From an optimization exercise on the open Yosys and OpenROAD flow, aimed at small area, a short achievable clock period and few clock cycles per item; shortcuts taken in it are not production practice. Where RTL was checked, it was by simulation tests only, not by an equivalence proof against the original.

== job 7103 ==
==> flow/design.v (excerpt) <==
module sbox_subbytes_pipe
#(
   parameter int N_BYTES = 16
) (
   input  logic                 clk,
   input  logic                 rst_n,
   input  logic                 in_valid,
   output logic                 in_ready,
   input  logic [8*N_BYTES-1:0] in_data,
   input  logic                 in_inv,
   output logic                 out_valid,
   input  logic                 out_ready,
   output logic [8*N_BYTES-1:0] out_data,
   output logic                 out_inv,
   output logic                 busy
);
export LEC_CHECK = 0
export ABC_AREA = 1
export CAP_MARGIN = 20
export CELL_PAD_IN_SITES_DETAIL_PLACEMENT = 0
export CELL_PAD_IN_SITES_GLOBAL_PLACEMENT = 1
export CORE_MARGIN = 2
export CORE_UTILIZATION = 50
export PLACE_DENSITY = 0.62
export SETUP_SLACK_MARGIN = 2.0
export SLEW_MARGIN = 20
create_clock -name core_clock -period 5.0 [get_ports {clk}]
standard.sh (not shown) runs the stock make flow with config.mk's settings and CLKGATE_MAP_FILE= SYNTH_SCRIPT=/design/flow/synth_recipe.tcl, a recipe that flattens the netlist after the stock synthesis.
==> flow/flow/run.sh <==
#!/bin/bash
# Own flow: the standard layout (standard.sh) with two changes:
#  - synthesis maps the logic with flow/abc.script in place of ORFS's abc_area.script
#    (registers, flattening and renaming are the standard synthesis's);
#  - the port buffers that the standard flow inserts are sky130_fd_sc_hd__buf_2 cells
#    instead of the tool's default pick.
# Each step's full output goes to its own log file in this folder.
set -euo pipefail
cd "$(dirname "$0")/.."
rm -rf myscripts
cp -r "$FLOW_HOME/scripts" myscripts
cp flow/abc.script myscripts/abc_area.script
bash standard.sh SCRIPTS_DIR="$PWD/myscripts" synth > synth.log 2>&1
bash standard.sh BUFFER_PORTS_ARGS="-buffer_cell sky130_fd_sc_hd__buf_2" finish > layout.log 2>&1
==> flow/flow/abc.script <==
strash
dch
map -D 3000
topo
stime -c
buffer -c
upsize -c
dnsize -c
Testbench counts of job 7103, summed over its fixed seeds: cycles 8,024, items 8,000.
[inputs] job 2743 vs job 7103
==> flow/flow/abc.script <==
strash
&get -n
&dch -f
&nf -R 1000
&put
topo
stime -c
diff --git a/flow/config.mk b/flow/config.mk
--- a/flow/config.mk
+++ b/flow/config.mk
@@ -11,6 +11,8 @@
 export CELL_PAD_IN_SITES_GLOBAL_PLACEMENT = 1
 export CORE_MARGIN = 2
-export CORE_UTILIZATION = 50
-export PLACE_DENSITY = 0.62
-export SETUP_SLACK_MARGIN = 2.0
+export CORE_UTILIZATION = 60
+export CTS_CLUSTER_DIAMETER = 100
+export CTS_CLUSTER_SIZE = 30
+export PLACE_DENSITY = 0.7
+export SETUP_SLACK_MARGIN = 2.05
 export SLEW_MARGIN = 20
## What came out
Job 2743 vs. job 7103: total inserted antenna cells now smaller; clock slew seen by the registers of the worst setup and hold paths now larger.
Taking job 7103 over job 2743, the final area ratio works out to 1.09.
Changes observed in job 2743 relative to job 7103: tap cell instance count lost 248, critical path data arrival time lost 0.04 ns.
Post-route worst hold slack sits higher in job 2743 than in job 7103.
Row portion of the clock cycle consumed by the worst path in the final layout: job 2743 lower / job 7103 higher
Timing-limited maximum frequency | job 2743 above job 7103
Diff job 7103 and job 2743: clock buffer and inverter area fraction after layout lower in job 2743
Any difference in post-synthesis adder-cell area fraction between job 2743 and job 7103 is small enough to ignore.
Input-level comparison between job 9763 and job 2743:
==> flow/flow/abc.script <==
strash
dch
map -D 3000
topo
stime -c
buffer -c
upsize -c
dnsize -c
diff --git a/flow/config.mk b/flow/config.mk
--- a/flow/config.mk
+++ b/flow/config.mk
@@ -11,8 +11,8 @@
 export CELL_PAD_IN_SITES_GLOBAL_PLACEMENT = 1
 export CORE_MARGIN = 2
-export CORE_UTILIZATION = 60
+export CORE_UTILIZATION = 50
 export CTS_CLUSTER_DIAMETER = 100
 export CTS_CLUSTER_SIZE = 30
-export PLACE_DENSITY = 0.7
-export SETUP_SLACK_MARGIN = 2.05
+export PLACE_DENSITY = 0.62
+export SETUP_SLACK_MARGIN = 2.0
 export SLEW_MARGIN = 20
## What came out
- Compared to job 2743, the routing of job 9763 uses more wire.
- Design area deteriorates in job 9763 relative to job 2743.
- Job 2743 ended up with out_data[47] as its critical path endpoint; job 9763 ended up with out_data[84].
- Job 9763 vs. job 2743: minimum period implied by the final worst setup slack +0.052 ns; clock network latency to the later pin of the worst-skew pair has increased.
#### Input delta (job 1307 over job 9763)
diff --git a/flow/config.mk b/flow/config.mk
--- a/flow/config.mk
+++ b/flow/config.mk
@@ -12,6 +12,5 @@
 export CORE_MARGIN = 2
 export CORE_UTILIZATION = 50
-export CTS_CLUSTER_DIAMETER = 100
-export CTS_CLUSTER_SIZE = 30
+export CTS_BUF_LIST = sky130_fd_sc_hd__clkbuf_8
 export PLACE_DENSITY = 0.62
 export SETUP_SLACK_MARGIN = 2.0
## What came out
Job 1307 reports its cell with the largest stage delay on the worst path as sky130_fd_sc_hd__edfxtp_1 while job 9763 reports sky130_fd_sc_hd__buf_16. Area: job 1307 vs job 9763 -> job 1307 larger. Going from job 9763 to job 1307, count of nets after finishing rose by 68, setup slack lower, share of the core filled with cells rose 1.6 points. Higher area growth from synthesis to layout goes to job 1307 over job 9763. Per the comparison of job 1307 with job 9763, number of buffers other than clock buffers in the final layout grew by 7, vertical die dimension essentially unchanged.

========
Setup of north:
sbox_subbytes_pipe again, from the RTL that the note above started with.
==> flow/config.mk <==
export PLATFORM = sky130hd
export DESIGN_NAME = sbox_subbytes_pipe
export DESIGN_NICKNAME = sbox_subbytes_pipe
export VERILOG_FILES = /design/flow/design.v
export SDC_FILE = /design/flow/constraint.sdc
export NUM_CORES = 4
export LEC_CHECK = 0
export ABC_AREA = 1
export CAP_MARGIN = 20
export CELL_PAD_IN_SITES_DETAIL_PLACEMENT = 0
export CELL_PAD_IN_SITES_GLOBAL_PLACEMENT = 1
export CORE_MARGIN = 2
export CORE_UTILIZATION = 60
export CTS_CLUSTER_DIAMETER = 100
export CTS_CLUSTER_SIZE = 30
export PLACE_DENSITY = 0.7
export SETUP_SLACK_MARGIN = 2.05
export SLEW_MARGIN = 20
==> flow/constraint.sdc <==
create_clock -name core_clock -period 5.0 [get_ports {clk}]
set_input_delay 1.0000 -clock core_clock [delete_from_list [all_inputs] [get_ports {clk}]]
set_output_delay 1.0000 -clock core_clock [all_outputs]
set_load 0.01 [all_outputs]
==> flow/flow/abc.script <==
strash
&get -n
&dch
&nf -R 1000
&dch
&nf -R 1000
&put
topo
stime -c
Scripts as last shown in full above: flow/flow/run.sh
north was carried through to the last stage, and its layout satisfied the timing, design-rule and antenna checks.
Testbench counts of north, summed over its fixed seeds: cycles 8,024, items 8,000.
[inputs] south vs north
- a change of CORE_UTILIZATION from 60 to 70
- a change of PLACE_DENSITY from 0.7 to 0.8
==> flow/flow/abc.script <==
strash
&get -n
&dch -f
&nf -R 1000
&put
topo
stime -c
Notes after the runs:
- As far as worst hold slack is concerned, south and north perform about the same.
- south vs north, multi-input combinational cell count went down by 19.
- Worst setup slack after layout: south worse than north
For east, these inputs were changed with respect to south:
- changing SETUP_SLACK_MARGIN from 2.05 to 2.0
- changing CORE_UTILIZATION from 70 to 50
- removing CTS_CLUSTER_SIZE (formerly 30)
- changing PLACE_DENSITY from 0.8 to 0.62
- removing CTS_CLUSTER_DIAMETER (formerly 100)
==> flow/flow/abc.script <==
strash
dch
map -D 2500
topo
stime -c
buffer -c
upsize -c
dnsize -c
--- outcome ---
Diff south and east: cell row count higher in east. Tightest slew margin relative to the limit delta (east − south): unfavourable. east vs south: fraction of final layout cells sized beyond drive strength 1 up. Smallest hold slack deteriorates in east relative to south.
Input-level comparison between west and east:
- PLACE_DENSITY: 0.62 -> 0.72
- CORE_UTILIZATION: 50 -> 62
==> flow/flow/abc.script <==
strash
dch
map -D 3000
topo
stime -c
buffer -c
upsize -c
dnsize -c
--- outcome ---
Across east and west, the outcome is the same: a clean finish for every run.
Route | west vs east | wire shorter in west
west against east: setup slack fell by 0.026 ns.

========
Setup of tundra:
Another version of the RTL of sbox_subbytes_pipe (not shown whole).
Size: ~3600 cells after synthesis, ~270 I/O pins, roughly 36000 um^2 of cells after synthesis.
Settings: LEC_CHECK=0, ABC_AREA=1, CAP_MARGIN=20, CELL_PAD_IN_SITES_DETAIL_PLACEMENT=0, CELL_PAD_IN_SITES_GLOBAL_PLACEMENT=1, CORE_MARGIN=2, CORE_UTILIZATION=60, CTS_CLUSTER_DIAMETER=100, CTS_CLUSTER_SIZE=30, PLACE_DENSITY=0.7, SETUP_SLACK_MARGIN=2.05, SLEW_MARGIN=20; clock period 5.0 ns.
==> flow/flow/abc.script <==
strash
&get -n
&dch -f
&nf -R 1000
&put
topo
stime -c
Scripts as last shown in full above: flow/flow/run.sh
tundra finished end to end and its layout was clean on timing, DRC and antenna.
Testbench counts of tundra, summed over its fixed seeds: cycles 8,024, items 8,000.
Modified inputs, xenon compared to tundra
==> flow/flow/abc.script <==
strash
&get -n
&dch -f
&nf -R 1000
&put
topo
stime -c
buffer -c
upsize -c
dnsize -c
- tundra has higher post-CTS setup repair buffer count than xenon.
- Synthesized flop and latch total: tundra vs xenon identical
- In terms of layout net count, xenon and tundra differ only marginally.
- From tundra to xenon the numbers moved as follows: maximum achievable frequency saw a decrease, iteration count of the initial detailed-routing pass now larger, total die area rose about 4%.
- When the final numbers for xenon and tundra were put side by side, the flip-flop and latch share of the layout cell area turned out to be smaller in xenon.

========
RTL: one of the versions met above, not the one the previous note started from.
Size in the first run: ~450 flip-flops, ~39,000 um2 of cells after synthesis.
clock: 5.0 ns
lec_check: 0
abc_area: 1
cap_margin: 20
cell_pad_in_sites_detail_placement: 0
cell_pad_in_sites_global_placement: 1
core_margin: 2
core_utilization: 50
place_density: 0.62
setup_slack_margin: 2.2
slew_margin: 20
==> flow/flow/abc.script <==
strash
dch
map -D 3000
topo
stime -c
buffer -c
upsize -c
dnsize -c
Scripts as last shown in full above: flow/flow/run.sh
The starting point ran to the end with no violations.
Testbench counts at the start, summed over its fixed seeds: cycles 8,024, items 8,000.
==> next run, changes <==
==> flow/flow/abc.script (replaced) <==
strash
&get -n
&dch -f
&nf -R 1000
&put
topo
stime -c
buffer -c
upsize -c
dnsize -c
- CORE_UTILIZATION: 50 -> 60
- CTS_CLUSTER_DIAMETER: unset -> 100
- CTS_CLUSTER_SIZE: unset -> 30
- PLACE_DENSITY: 0.62 -> 0.7
- SETUP_SLACK_MARGIN: 2.2 -> 2.05
What happened:
- The new run produced a clean layout
- utilization is higher by 7.9 points
- final area fell by 7.3%
- hold slack is better by 0.020 ns
- synthesized cell count fell by 15%
==> next run, changes <==
==> flow/flow/abc.script (replaced) <==
strash
dch
map -D 3000
topo
stime -c
buffer -c
upsize -c
dnsize -c
- CORE_UTILIZATION: 60 -> 50
- CTS_CLUSTER_DIAMETER: 100 -> 80
- CTS_CLUSTER_SIZE: 30 -> 24
- PLACE_DENSITY: 0.7 -> 0.62
- SETUP_SLACK_MARGIN: 2.05 -> 2.0
Outcome: The changed run produced a clean layout; via count grows by 10%; design area came out higher by 4.1%; global-route usage drops by 2.1 points; critical path depth stays the same; first-iteration DRC count is higher by 19%; setup slack degrades by 0.027 ns; final cell count increases by 18%.
==> next run, changes <==
==> flow/flow/abc.script (replaced) <==
strash
&get -n
&dch -f
&nf -R 1000
&put
topo
stime -c
- CORE_UTILIZATION: 50 -> 60
- CTS_CLUSTER_DIAMETER: 80 -> 100
- CTS_CLUSTER_SIZE: 24 -> 30
- PLACE_DENSITY: 0.62 -> 0.7
- SETUP_SLACK_MARGIN: 2.0 -> 2.15
After rerunning: Via count goes down by 6.9%; synthesized area goes down by 5.9%.

========
Setup of before:
sbox_subbytes_pipe, a different RTL version from the one above (not shown whole).
For scale: roughly 9300 cells after synthesis, about 190 flip-flops, ~270 I/O pins, about 0.048 mm^2 of cells after synthesis.
Settings: LEC_CHECK=0, ABC_AREA=1, CAP_MARGIN=20, CELL_PAD_IN_SITES_DETAIL_PLACEMENT=0, CELL_PAD_IN_SITES_GLOBAL_PLACEMENT=1, CORE_MARGIN=2, CORE_UTILIZATION=55, PLACE_DENSITY=0.65, SETUP_SLACK_MARGIN=1.5, SLEW_MARGIN=20; clock period 5.0 ns.
run.sh (not shown) runs the stock make flow with config.mk's settings and CLKGATE_MAP_FILE= SYNTH_SCRIPT=/design/flow/synth_recipe.tcl, a recipe that flattens the netlist after the stock synthesis.
Stock flow here: none of the scripts above is used.
What after does differently from before at the input level:
# before
export LEC_CHECK = 0
export ABC_AREA = 1
export CAP_MARGIN = 20
export CELL_PAD_IN_SITES_DETAIL_PLACEMENT = 0
export CELL_PAD_IN_SITES_GLOBAL_PLACEMENT = 1
export CORE_MARGIN = 2
export CORE_UTILIZATION = 55
export PLACE_DENSITY = 0.65
export SETUP_SLACK_MARGIN = 1.5
export SLEW_MARGIN = 20
create_clock -name core_clock -period 5.0 [get_ports {clk}]
# after
export LEC_CHECK = 0
export ABC_AREA = 1
export CAP_MARGIN = 20
export CELL_PAD_IN_SITES_DETAIL_PLACEMENT = 1
export CELL_PAD_IN_SITES_GLOBAL_PLACEMENT = 2
export CORE_MARGIN = 2
export CORE_UTILIZATION = 50
export PLACE_DENSITY = 0.6
export SLEW_MARGIN = 20
create_clock -name core_clock -period 5.0 [get_ports {clk}]
==> flow/flow/run.sh (new file) <==
#!/bin/bash
# Own flow: the standard layout, but synthesis maps the logic with an
# area-oriented ABC script (flow/abc.script) in place of ORFS's abc_area.script.
# Everything else (registers, flattening, renaming, later steps) is the standard flow.
set -euo pipefail
cd "$(dirname "$0")/.."
rm -rf myscripts
cp -r "$FLOW_HOME/scripts" myscripts
cp flow/abc.script myscripts/abc_area.script
bash standard.sh SCRIPTS_DIR="$PWD/myscripts" synth > synth.log 2>&1
bash standard.sh > layout.log 2>&1
==> flow/flow/abc.script (new file) <==
strash
dch
map -D 3000
topo
stime -c
buffer -c
upsize -c
dnsize -c
==> flow/standard.sh (new file) <==
#!/bin/bash
# synth_recipe.tcl (not shown) runs the flow's synth.tcl, then flattens the netlist and writes it again
# the make line also repeats each setting of config.mk as NAME=value (left out here)
make -C /OpenROAD-flow-scripts/flow DESIGN_CONFIG=/design/flow/config.mk WORK_HOME=/design/flow/orfs CLKGATE_MAP_FILE= SYNTH_SCRIPT=/design/flow/synth_recipe.tcl "${@:-finish}"
removed: flow/run.sh
## What came out
What the final checks of after revealed, after a flow that finished every stage, was a layout that fails on negative setup slack. On after: floorplan core area is about 24% lower than what before gave. after vs. before: floorplan die height went down by about 12%. Against before, via count in after came out better. before → after: buffering stage count on the worst path with inverters included decreased 1, sequential share of layout area went up by 6.3 points.
No run of this note included a check of the RTL's function; only the layout flow was run.

========
== v33 ==
sbox_subbytes_pipe with an RTL version that a note above also has.
For scale: about 4,200 cells after synthesis, ~450 flip-flops, ~39,000 um^2 of cells after synthesis.
Settings: LEC_CHECK=0, ABC_AREA=1, CAP_MARGIN=20, CELL_PAD_IN_SITES_DETAIL_PLACEMENT=0, CELL_PAD_IN_SITES_GLOBAL_PLACEMENT=1, CORE_MARGIN=2, CORE_UTILIZATION=60, CTS_CLUSTER_DIAMETER=100, CTS_CLUSTER_SIZE=30, PLACE_DENSITY=0.7, SETUP_SLACK_MARGIN=2.05, SLEW_MARGIN=20; clock period 5.0 ns.
standard.sh (not shown) runs the stock make flow with config.mk's settings and CLKGATE_MAP_FILE= SYNTH_SCRIPT=/design/flow/synth_recipe.tcl, a recipe that flattens the netlist after the stock synthesis.
==> flow/flow/run.sh <==
#!/bin/bash
# Own flow: the standard layout (standard.sh) with two changes:
#  - synthesis maps the logic with flow/abc.script in place of ORFS's abc_area.script
#    (registers, flattening and renaming are the standard synthesis's);
#  - the port buffers that the standard flow inserts are sky130_fd_sc_hd__buf_2 cells
#    instead of the tool's default pick.
# Each step's full output goes to its own log file in this folder.
set -euo pipefail
cd "$(dirname "$0")/.."
rm -rf myscripts
cp -r "$FLOW_HOME/scripts" myscripts
cp flow/abc.script myscripts/abc_area.script
bash standard.sh SCRIPTS_DIR="$PWD/myscripts" synth > synth.log 2>&1
bash standard.sh BUFFER_PORTS_ARGS="-buffer_cell sky130_fd_sc_hd__buf_2" finish > layout.log 2>&1
==> flow/flow/abc.script <==
strash
dch
map -D 3000
topo
stime -c
buffer -c
upsize -c
dnsize -c
Testbench counts of v33, summed over its fixed seeds: cycles 8,024, items 8,000.
Input changes introduced in v11 (baseline for comparison: v33):
==> flow/flow/abc.script <==
strash
dch
map -D 3000
strash
dch
map -D 3000
topo
stime -c
buffer -c
upsize -c
dnsize -c
Results
Comparing v11 and v33, the lower global-route usage was measured on v33. Count of inserted antenna diode cells on v11 is down relative to v33. v11 vs v33 on final worst clock skew: v11 is the higher one.

==> port drivers added, routing unchanged <==
The flow's constraints put no driver on any port. The routed layouts listed below were extracted and timed again, unchanged, in two steps.
Step 1, drivers: a clkbuf_16 drives clk and a buf_2 each remaining input, both assumed.
Step 2 moves the port delays by t, midway between the first and last clock arrival at a register: inputs arrive t later, outputs are due t later. That takes back most of the time a late clock gives input paths.
Three values: ideal, step 1, step 2; two values: the first two.
run | shift t [ns] | setup slack, ns | hold WS [ns] | worst setup path at the end | pins driven straight from the clock port
job 7103 | 0.669 | 2.067 / 2.000 / 1.852 | 0.420 / 0.420 / 0.420 | input to register | 1
job 2743 | 0.626 | 2.112 / 2.044 / 1.692 | 0.440 / 0.440 / 0.440 | input to register | 1
job 9763 | 0.636 | 2.061 / 1.997 / 1.869 | 0.422 / 0.422 / 0.422 | input to register | 1
job 1307 | 0.716 | 2.036 / 1.972 / 1.850 | 0.421 / 0.421 / 0.421 | input to register | 1
north | 0.635 | 2.102 / 2.034 / 1.813 | 0.440 / 0.440 / 0.440 | input to register | 1
south | 0.607 | 2.079 / 2.014 / 1.770 | 0.441 / 0.441 / 0.441 | input to register | 1
east | 0.669 | 2.067 / 2.000 / 1.852 | 0.420 / 0.420 / 0.420 | input to register | 1
west | 0.655 | 2.041 / 1.978 / 1.676 | 0.423 / 0.423 / 0.423 | input to register | 1
tundra | 0.626 | 2.112 / 2.044 / 1.692 | 0.440 / 0.440 / 0.440 | input to register | 1
xenon | 0.617 | 2.087 / 2.025 / 1.792 | 0.440 / 0.440 / 0.440 | input to register | 1
the first run of note 4 | 0.667 | 2.058 / 1.991 / 1.850 | 0.421 / 0.421 / 0.421 | input to register | 1
the second run of note 4 | 0.617 | 2.087 / 2.025 / 1.792 | 0.440 / 0.440 / 0.440 | input to register | 1
the third run of note 4 | 0.682 | 2.060 / 1.994 / 1.863 | 0.428 / 0.428 / 0.428 | input to register | 1
the fourth run of note 4 | 0.627 | 2.151 / 2.084 / 1.729 | 0.440 / 0.440 / 0.440 | input to register | 1
before | 0.585 | 0.541 / 0.473 / 0.808 | 0.903 / 0.860 / 0.929 | input to register | 1
after | 0.573 | -0.086 / -0.153 / 0.104 | 0.955 / 0.955 / 0.955 | input to register | 1
v33 | 0.619 | 2.087 / 2.020 / 1.729 | 0.436 / 0.436 / 0.436 | input to register | 1
v11 | 0.647 | 2.069 / 2.002 / 1.585 | 0.447 / 0.447 / 0.447 | input to register | 1
The setup slack of v11, which loses most, moves by -0.067 ns with the drivers and by -0.484 ns with both steps.
